This is an optimization exercise on Yosys and OpenROAD, whose aim is small area, a short achievable clock period and few clock cycles per item, not a production implementation. In this exercise RTL edits were held to simulation tests only and were not proved equivalent to the original. No activity file was given, so power comes from the tool's default toggle rates.

run A:
==> flow/design.v <==
`timescale 1ns / 1ps
`default_nettype none
package wrol_pkg;
   localparam int DEF_SLOTS       = 16;
   localparam int DEF_LENGTH_BITS = 20;
   localparam int IN_LEN_W   = 20;
   localparam int HANDLE_W   = 32;
   localparam int OFFSET_W   = 24;
   localparam int SLOT_IDX_W = 4;
   localparam int OUT_LEN_W  = 20;
   localparam int SUM_W      = 25;
   localparam int REQ_DATA_W = 80;
   localparam int RSP_DATA_W = 112;
endpackage
`default_nettype wire
`timescale 1ns / 1ps
`default_nettype none
module wrol_ram #(
   parameter int DEPTH = 16,
   parameter int HW    = 32,
   parameter int SW    = 25
) (
   input  wire logic                   clock,
   input  wire logic                   reset,
   input  wire logic                   shift,
   input  wire logic [HW-1:0]          in_handle,
   input  wire logic [SW-1:0]          in_sum,
   output      logic [DEPTH-1:0]       valid,
   output      logic [DEPTH*HW-1:0]    handles,
   output      logic [DEPTH*SW-1:0]    sums,
   output      logic [SW-1:0]          base
);
   logic [HW-1:0] hdl_ff [DEPTH];
   logic [SW-1:0] sum_ff [DEPTH];
   logic [DEPTH-1:0] valid_ff;
   logic [SW-1:0] base_ff;
   always_ff @(posedge clock) begin
      if (shift) begin
         hdl_ff[0] <= in_handle;
         sum_ff[0] <= in_sum;
         for (int p = 1; p < DEPTH; p++) begin
            hdl_ff[p] <= hdl_ff[p-1];
            sum_ff[p] <= sum_ff[p-1];
         end
      end
      if (reset) begin
         valid_ff <= '0;
         base_ff  <= '0;
      end else if (shift) begin
         valid_ff <= {valid_ff[DEPTH-2:0], 1'b1};
         if (valid_ff[DEPTH-1]) begin
            base_ff <= sum_ff[DEPTH-1];
         end
      end
   end
   always_comb begin
      for (int p = 0; p < DEPTH; p++) begin
         handles[p*HW +: HW] = hdl_ff[p];
         sums[p*SW +: SW]    = sum_ff[p];
      end
   end
   assign valid = valid_ff;
   assign base  = base_ff;
endmodule
`default_nettype wire
`timescale 1ns / 1ps
`default_nettype none
module wrol_ctrl #(
   parameter int DEPTH = 16,
   parameter int SW    = 25
) (
   input  wire logic [SW-1:0]       target,
   input  wire logic [DEPTH-1:0]    valid,
   input  wire logic [DEPTH*SW-1:0] sums,
   output      logic [DEPTH-1:0]    hv
);
   function automatic logic greater(input logic [SW-2:0] s, input logic [SW-2:0] t);
      logic [SW-2:0] g, p;
      g = s & ~t;
      p = s | ~t;
      for (int w = 1; w < SW - 1; w = w * 2) begin
         for (int i = SW - 2; i >= 0; i--) begin
            if ((i % (2 * w)) >= w) begin
               g[i] = g[i] | (p[i] & g[i - (i % (2 * w)) + w - 1]);
               p[i] = p[i] & p[i - (i % (2 * w)) + w - 1];
            end
         end
      end
      greater = g[SW-2];
   endfunction
   always_comb begin
      for (int p = 0; p < DEPTH; p++) begin
         hv[p] = valid[p] & (sums[p*SW + SW-1] ^ target[SW-1] ^
                             greater(sums[p*SW +: SW-1], target[SW-2:0]));
      end
   end
endmodule
module wrol_select #(
   parameter int DEPTH = 16,
   parameter int HW    = 32,
   parameter int SW    = 25,
   parameter int LW    = 20
) (
   input  wire logic [DEPTH-1:0]    hv,
   input  wire logic [DEPTH-1:0]    valid,
   input  wire logic [DEPTH*HW-1:0] handles,
   input  wire logic [DEPTH*SW-1:0] sums,
   input  wire logic [SW-1:0]       base,
   output      logic [3:0]          pos,
   output      logic [HW-1:0]       handle,
   output      logic [LW-1:0]       prev_sum
);
   logic [DEPTH-1:0] onehot;
   logic [DEPTH-1:0] prev_sel;
   logic             base_sel;
   always_comb begin
      for (int p = 0; p < DEPTH - 1; p++) begin
         onehot[p] = hv[p] & ~hv[p+1];
      end
      onehot[DEPTH-1] = hv[DEPTH-1];
      prev_sel[0] = 1'b0;
      base_sel    = onehot[DEPTH-1];
      for (int p = 1; p < DEPTH; p++) begin
         prev_sel[p] = onehot[p-1] & valid[p];
         base_sel    = base_sel | (onehot[p-1] & ~valid[p]);
      end
      handle   = '0;
      prev_sum = base_sel ? base[LW-1:0] : '0;
      pos      = '0;
      for (int p = 0; p < DEPTH; p++) begin
         handle   = handle | ({HW{onehot[p]}} & handles[p*HW +: HW]);
         prev_sum = prev_sum | ({LW{prev_sel[p]}} & sums[p*SW +: LW]);
         pos      = pos | ({4{onehot[p]}} & 4'(p));
      end
   end
endmodule
`default_nettype wire
`timescale 1ns / 1ps
`default_nettype none
module write_ring_offset_lookup_core #(
   parameter int SLOTS       = wrol_pkg::DEF_SLOTS,
   parameter int LENGTH_BITS = wrol_pkg::DEF_LENGTH_BITS
) (
   input  wire logic                            clock,
   input  wire logic                            reset,
   input  wire logic                            req_tvalid,
   output      logic                            req_tready,
   input  wire logic                            req_tuser,
   input  wire logic [wrol_pkg::REQ_DATA_W-1:0] req_tdata,
   output      logic                            rsp_tvalid,
   input  wire logic                            rsp_tready,
   output      logic                            rsp_tuser,
   output      logic [wrol_pkg::RSP_DATA_W-1:0] rsp_tdata
);
   localparam int HW = wrol_pkg::HANDLE_W;
   localparam int SW = wrol_pkg::SUM_W;
   localparam int LW = wrol_pkg::OUT_LEN_W;
   logic                shift;
   logic [SLOTS-1:0]    valid;
   logic [SLOTS*HW-1:0] handles;
   logic [SLOTS*SW-1:0] sums;
   logic [SW-1:0]       base;
   logic [3:0]          wr_slot_ff;
   logic b_v_ff, c_v_ff, d_v_ff, o_v_ff;
   logic b_free, c_free, d_free, o_free;
   logic          s_v_ff;
   logic          s_lookup_ff;
   logic [LW-1:0] s_len_ff;
   logic [HW-1:0] s_handle_ff;
   logic          take;
   logic          in_v;
   logic          in_lookup;
   logic [LW-1:0] in_len;       
   logic [HW-1:0] in_handle;    
   logic          b_lookup_ff;
   logic [SW-1:0] b_sum_ff;
   logic [HW-1:0] b_handle_ff;
   logic             c_lookup_ff;
   logic [SLOTS-1:0] c_hv_ff;       
   logic [LW-1:0]    c_x_ff;        
   logic [HW-1:0]    c_evh_ff;      
   logic             c_ev_ff;       
   logic          d_lookup_ff;
   logic          d_found_ff;       
   logic [3:0]    d_slot_ff;
   logic [HW-1:0] d_handle_ff;
   logic [LW-1:0] d_x_ff;           
   logic [HW-1:0] d_y_ff;           
   logic          o_found_ff;
   logic [3:0]    o_slot_ff;
   logic [HW-1:0] o_handle_ff;
   logic [LW-1:0] o_byte_ff;
   logic          o_ev_ff;
   logic [LW-1:0] o_evl_ff;
   logic [HW-1:0] o_evh_ff;
   logic [SLOTS-1:0] lk_hv;
   logic [3:0]       lk_pos;
   logic [HW-1:0]    lk_handle;
   logic [LW-1:0]    lk_prev;
   logic [SW-1:0] tot_ff;
   logic [SW-1:0] bb_ff;
   logic [SW-1:0] new_tot;
   logic [SW-1:0] target;
   logic          b_enter;
   logic          full_b;      
   logic [SW-1:0] oldest_b;    
   wrol_ram #(
      .DEPTH (SLOTS),
      .HW    (HW),
      .SW    (SW)
   ) u_record_ram (
      .clock     (clock),
      .reset     (reset),
      .shift     (shift),
      .in_handle (b_handle_ff),
      .in_sum    (b_sum_ff),
      .valid     (valid),
      .handles   (handles),
      .sums      (sums),
      .base      (base)
   );
   wrol_ctrl #(
      .DEPTH (SLOTS),
      .SW    (SW)
   ) u_ctrl (
      .target (b_sum_ff),
      .valid  (valid),
      .sums   (sums),
      .hv     (lk_hv)
   );
   wrol_select #(
      .DEPTH (SLOTS),
      .HW    (HW),
      .SW    (SW),
      .LW    (LW)
   ) u_select (
      .hv       (c_hv_ff),
      .valid    (valid),
      .handles  (handles),
      .sums     (sums),
      .base     (base),
      .pos      (lk_pos),
      .handle   (lk_handle),
      .prev_sum (lk_prev)
   );
   assign o_free     = !o_v_ff || rsp_tready;
   assign d_free     = !d_v_ff || o_free;
   assign c_free     = !c_v_ff || d_free;
   assign b_free     = !b_v_ff || c_free;
   assign req_tready = !s_v_ff;
   assign take       = req_tvalid && !s_v_ff;
   assign in_v       = s_v_ff || take;
   assign b_enter    = in_v && b_free;
   assign shift      = b_v_ff && !b_lookup_ff && c_free;
   always_comb begin
      if (s_v_ff) begin
         in_lookup = s_lookup_ff;
         in_len    = s_len_ff;
         in_handle = s_handle_ff;
      end else begin
         in_lookup = req_tuser;
         if (req_tuser) begin
            in_len    = req_tdata[71:52];
            in_handle = HW'(req_tdata[75:72]);
         end else begin
            in_len    = req_tdata[19:0];
            in_handle = req_tdata[51:20];
         end
      end
   end
   always_comb begin
      if (b_v_ff && !b_lookup_ff) begin
         full_b   = valid[SLOTS-2];
         oldest_b = sums[(SLOTS-2)*SW +: SW];
      end else begin
         full_b   = valid[SLOTS-1];
         oldest_b = sums[(SLOTS-1)*SW +: SW];
      end
   end
   assign new_tot = tot_ff + SW'(in_len);
   assign target  = {1'b0, in_handle[3:0], in_len} + bb_ff;
   always_ff @(posedge clock) begin
      if (reset) begin
         s_v_ff     <= 1'b0;
         b_v_ff     <= 1'b0;
         c_v_ff     <= 1'b0;
         d_v_ff     <= 1'b0;
         o_v_ff     <= 1'b0;
         tot_ff     <= '0;
         bb_ff      <= '0;
         wr_slot_ff <= '0;
      end else begin
         if (b_free) begin
            b_v_ff <= in_v;
            s_v_ff <= 1'b0;
         end else if (take) begin
            s_v_ff <= 1'b1;
         end
         if (c_free) c_v_ff <= b_v_ff;
         if (d_free) d_v_ff <= c_v_ff;
         if (o_free) o_v_ff <= d_v_ff;
         if (shift) wr_slot_ff <= wr_slot_ff + 1'b1;
         if (b_enter && !in_lookup) begin
            tot_ff <= new_tot;
            if (full_b) begin
               bb_ff <= oldest_b;
            end
         end
      end
      if (!s_v_ff) begin
         s_lookup_ff <= req_tuser;
         s_len_ff    <= in_len;
         s_handle_ff <= in_handle;
      end
      if (b_free) begin
         b_lookup_ff <= in_lookup;
         b_sum_ff    <= in_lookup ? target : new_tot;
         b_handle_ff <= in_handle;
      end
      if (c_free) begin
         c_lookup_ff <= b_lookup_ff;
         c_hv_ff     <= lk_hv;
         c_ev_ff     <= valid[SLOTS-1];
         if (b_lookup_ff) begin
            c_x_ff <= b_sum_ff[LW-1:0];
         end else begin
            c_x_ff <= valid[SLOTS-1] ? LW'(sums[(SLOTS-1)*SW +: SW] - base) : '0;
         end
         c_evh_ff <= valid[SLOTS-1] ? handles[(SLOTS-1)*HW +: HW] : '0;
      end
      if (d_free) begin
         d_lookup_ff <= c_lookup_ff;
         d_x_ff      <= c_x_ff;
         if (c_lookup_ff) begin
            d_found_ff  <= c_hv_ff[0];
            d_slot_ff   <= wr_slot_ff + ~lk_pos;
            d_handle_ff <= lk_handle;
            d_y_ff      <= HW'(lk_prev);
         end else begin
            d_found_ff  <= c_ev_ff;
            d_slot_ff   <= wr_slot_ff - 1'b1;
            d_handle_ff <= handles[HW-1:0];
            d_y_ff      <= c_evh_ff;
         end
      end
      if (o_free) begin
         if (d_lookup_ff) begin
            o_found_ff  <= d_found_ff;
            o_slot_ff   <= d_found_ff ? d_slot_ff : '0;
            o_handle_ff <= d_handle_ff;
            o_byte_ff   <= d_found_ff ? (d_x_ff - d_y_ff[LW-1:0]) : '0;
            o_ev_ff     <= 1'b0;
            o_evl_ff    <= '0;
            o_evh_ff    <= '0;
         end else begin
            o_found_ff  <= 1'b1;
            o_slot_ff   <= d_slot_ff;
            o_handle_ff <= d_handle_ff;
            o_byte_ff   <= '0;
            o_ev_ff     <= d_found_ff;
            o_evl_ff    <= d_x_ff;
            o_evh_ff    <= d_y_ff;
         end
      end
   end
   assign rsp_tvalid = o_v_ff;
   assign rsp_tuser  = o_found_ff;
   assign rsp_tdata  = {3'b000, o_evh_ff, o_evl_ff, o_ev_ff, o_byte_ff, o_handle_ff, o_slot_ff};
endmodule
`default_nettype wire
export LEC_CHECK = 0
export CAP_MARGIN = 20
export CORE_MARGIN = 2
export CORE_UTILIZATION = 40
export CTS_BUF_LIST = sky130_fd_sc_hd__clkbuf_4
export SETUP_SLACK_MARGIN = 2.9
export SLEW_MARGIN = 20
create_clock -name core_clock -period 6.0 [get_ports {clock}]
run.sh (not shown) runs the stock make flow with config.mk's settings and CLKGATE_MAP_FILE= SYNTH_SCRIPT=/design/flow/synth_recipe.tcl, a recipe that flattens the netlist after the stock synthesis.
Testbench counts of run A, summed over its fixed seeds: cycles 8,032, items 8,000.
> inputs changed (run A -> run B)
--- a/flow/design.v
+++ b/flow/design.v
@@ -71,30 +71,17 @@
 ) (
    input  wire logic [SW-1:0]       target,
    input  wire logic [DEPTH-1:0]    valid,
    input  wire logic [DEPTH*SW-1:0] sums,
    output      logic [DEPTH-1:0]    hv
 );
-   function automatic logic greater(input logic [SW-2:0] s, input logic [SW-2:0] t);
-      logic [SW-2:0] g, p;
-      g = s & ~t;
-      p = s | ~t;
-      for (int w = 1; w < SW - 1; w = w * 2) begin
-         for (int i = SW - 2; i >= 0; i--) begin
-            if ((i % (2 * w)) >= w) begin
-               g[i] = g[i] | (p[i] & g[i - (i % (2 * w)) + w - 1]);
-               p[i] = p[i] & p[i - (i % (2 * w)) + w - 1];
-            end
-         end
-      end
-      greater = g[SW-2];
-   endfunction
+   logic [SW-1:0] diff [DEPTH];
    always_comb begin
       for (int p = 0; p < DEPTH; p++) begin
-         hv[p] = valid[p] & (sums[p*SW + SW-1] ^ target[SW-1] ^
-                             greater(sums[p*SW +: SW-1], target[SW-2:0]));
+         diff[p] = sums[p*SW +: SW] + ~target;
+         hv[p]   = valid[p] & ~diff[p][SW-1];
       end
    end
 endmodule
 module wrol_select #(
    parameter int DEPTH = 16,
    parameter int HW    = 32,
==> notes.md <==
- Of run B and run A, it is run B that has the lower non-clock buffer count.
- Overall power of the completed layout, run A and run B: lower on run A
- Run B — post-layout instance area 3.3% higher, run A as reference
- Run A has a lower smallest setup slack after layout than run B.
- On overall track demand over capacity in global routing: run B sits above run A.
- Count of non-filler cells in the finished layout: higher on run B
- | met1 demand-to-capacity share in global routing | run A vs run B | ≈ equal |
- Of run A and run B, the lower switching part of the total power belongs to run A.
- | summed instance area of the synthesized netlist | run B vs run A | worse |
- When the final numbers for run A and run B were put side by side, the via count turned out to be smaller in run A.
- Run B vs. run A: combinational power share went up by 1.0 points.
- b_sum_ff[0] as the launch point of the critical path was reported by run A, and s_v_ff by run B.
- The clock network fraction of design power on run B is in line with that on run A.
- Clock group total power in run B is about 1% above run A.
- The lower cell depth of the worst flop-to-flop path came out of run B.
Testbench counts of run B, summed over its fixed seeds: cycles 8,032, items 8,000.

-- separate check: timing with driven ports --
How much do the figures lean on ideal ports? The routed layouts below were timed once more, with nothing changed but the port constraints.
Step 1, drivers: a clkbuf_16 drives clock and a buf_2 each remaining input, both assumed.
Step 2 adds t to the input delays and takes it off the output delays; t is the mean of the earliest and latest rising clock arrival at the registers after step 1. Input paths then give back, and output paths get back, about the clock's delay inside the block.
a / b / c = ideal / step 1 / step 2; a / b = the first two.
| run | t, ns | slack for setup (ns) | worst data-port slew with drivers (ns) | pins driven straight from the clock port |
|---|---|---|---|---|
| run A | 1.308 | 2.242 / 2.242 / 1.106 | 0.07 | 1 |
| run B | 1.332 | 2.820 / 2.743 / 1.621 | 0.09 | 1 |
After both steps every run listed still meets setup and hold. For run B, which loses most, drivers alone change the setup slack by -0.077 ns; drivers and shift together by -1.199 ns.
